Context: an optimization exercise on an open-source flow, tuned for small area and a short achievable clock period. The choices shown serve that exercise and are no tape-out recipe.

// mac_pipe_nxn
module mac_pipe_nxn #(
    parameter int unsigned DW    = 32,
    parameter int unsigned LAT   = 3,
    parameter int unsigned GUARD = 8
) (
    input  logic                  i_clk,
    input  logic                  i_rstn,
    input  logic                  i_valid,
    output logic                  o_ready,
    input  logic                  i_multa_ns,
    input  logic                  i_multb_ns,
    input  logic [DW-1:0]         i_multa,
    input  logic [DW-1:0]         i_multb,
    input  logic                  i_acc_en,
    input  logic                  i_acc_clr,
    output logic                  o_valid,
    input  logic                  i_ready,
    output logic [2*DW-1:0]       o_product,
    output logic [2*DW+GUARD-1:0] o_acc,
    output logic                  o_acc_ovf
);
clock: 12.5 ns
lec_check: 0
abc_area: 1
cap_margin: 20
core_margin: 2
core_utilization: 60
cts_buf_list: sky130_fd_sc_hd__clkbuf_4
cts_cluster_size: 16
slew_margin: 20
synth_hierarchical: 1
synth_minimum_keep_size: 0
standard.sh (not shown) runs the stock make flow with config.mk's settings and CLKGATE_MAP_FILE= SYNTH_SCRIPT=/design/flow/synth_recipe.tcl, a recipe that flattens the netlist after the stock synthesis.
==> flow/flow/run.sh <==
#!/bin/bash
# Layout flow: the standard flow (standard.sh, every ORFS step from synthesis to
# finish) with two settings changed:
#  - the ports are buffered with sky130_fd_sc_hd__buf_1 cells (buffer_ports -buffer_cell);
#  - the timing repair steps aim for 7.1 ns of setup slack (SETUP_SLACK_MARGIN).
# The constraints (clock period, input and output delays, loads) are the standard flow's, unchanged.
set -euo pipefail
bash standard.sh "BUFFER_PORTS_ARGS=-buffer_cell sky130_fd_sc_hd__buf_1" "SETUP_SLACK_MARGIN=7.1" finish > make_finish.log 2>&1
The starting point finished with timing, DRC and antenna clean.
Then changed:
Settings changed: CTS_BUF_LIST sky130_fd_sc_hd__clkbuf_4 to sky130_fd_sc_hd__clkbuf_2, CTS_CLUSTER_SIZE 16 to unset.
Result: The new run passed the timing, design-rule and antenna checks. Hold slack loses 0.0046 ns. Via count barely changes. Wire length climbs slightly.
Then changed:
==> flow/flow/run.sh (replaced) <==
#!/bin/bash
# Layout flow: the standard flow (standard.sh, every ORFS step from synthesis to
# finish) with two settings changed:
#  - the ports are buffered with sky130_fd_sc_hd__buf_2 cells (buffer_ports -buffer_cell);
#  - the timing repair steps aim for 5 ns of setup slack (SETUP_SLACK_MARGIN).
# The constraints (clock period, input and output delays, loads) are the standard flow's, unchanged.
set -euo pipefail
bash standard.sh "BUFFER_PORTS_ARGS=-buffer_cell sky130_fd_sc_hd__buf_2" "SETUP_SLACK_MARGIN=5" finish > make_finish.log 2>&1
Settings changed: CORE_UTILIZATION 60 to 40, CTS_BUF_LIST sky130_fd_sc_hd__clkbuf_2 to unset.
Sequential share of layout area rose by 0.68 points. Maximum frequency came out lower by 8.1%. Worst setup slack gets worse by 0.48 ns.
Function was not checked in any run of this note: the RTL went through the layout flow alone.


mac_pipe_nxn again, from the RTL that the note above started with.
Settings: LEC_CHECK=0, ABC_AREA=1, CAP_MARGIN=20, CORE_MARGIN=2, CORE_UTILIZATION=60, CTS_BUF_LIST=sky130_fd_sc_hd__clkbuf_8, SLEW_MARGIN=20, SYNTH_HIERARCHICAL=1, SYNTH_MINIMUM_KEEP_SIZE=0; clock period 12.5 ns.
==> flow/flow/run.sh <==
#!/bin/bash
# Layout flow: the standard flow (standard.sh, every ORFS step from synthesis to
# finish) with two settings changed:
#  - the ports are buffered with sky130_fd_sc_hd__buf_1 cells (buffer_ports -buffer_cell);
#  - the timing repair steps aim for 7.1 ns of setup slack (SETUP_SLACK_MARGIN).
# The constraints (clock period, input and output delays, loads) are the standard flow's, unchanged.
set -euo pipefail
bash standard.sh "BUFFER_PORTS_ARGS=-buffer_cell sky130_fd_sc_hd__buf_1" "SETUP_SLACK_MARGIN=7.1" finish > make_finish.log 2>&1
The starting point finished with timing, DRC and antenna clean.
Change:
==> flow/flow/run.sh (replaced) <==
#!/bin/bash
# Layout flow: the standard flow (standard.sh, every ORFS step from synthesis to
# finish) with two settings changed:
#  - the ports are buffered with sky130_fd_sc_hd__buf_2 cells (buffer_ports -buffer_cell);
#  - the timing repair steps aim for 7 ns of setup slack (SETUP_SLACK_MARGIN).
# The constraints (clock period, input and output delays, loads) are the standard flow's, unchanged.
set -euo pipefail
bash standard.sh "BUFFER_PORTS_ARGS=-buffer_cell sky130_fd_sc_hd__buf_2" "SETUP_SLACK_MARGIN=7" finish > make_finish.log 2>&1
- CORE_UTILIZATION: 60 -> 40
- CTS_BUF_LIST: sky130_fd_sc_hd__clkbuf_8 -> unset
Design area grows by 0.61%.
Setup slack improves by 0.0052 ns.
First-iteration DRC count decreases by about 10%.
No run of this note included a check of the RTL's function; only the layout flow was run.

## static timing again, ports no longer ideal
No port has a modelled driver above. Below, the same layouts with a new extraction and two added sets of constraints. Step 1 assumes that a clkbuf_16 drives the clock port and a buf_2 every other input. Step 2 also shifts input and output timing later by t, the mid clock arrival at the registers, as if the neighbouring blocks saw the same clock. Three values: ideal, step 1, step 2; two values: the first two.
run	t (ns)	setup WS [ns]	worst setup path at the end
the first run of note 1	0.900	7.104 / 7.079 / 7.079	input to output
the second run of note 1	1.151	7.052 / 7.052 / 7.052	register to register
the third run of note 1	0.647	6.573 / 6.552 / 6.552	input to output
the first run of note 2	0.763	7.043 / 7.043 / 7.043	register to register
the second run of note 2	0.648	7.048 / 7.048 / 7.048	register to register
After both steps setup and hold are still met in every run listed. For the first run of note 1, which loses most, drivers alone change the setup slack by -0.025 ns; drivers and shift together by -0.025 ns.
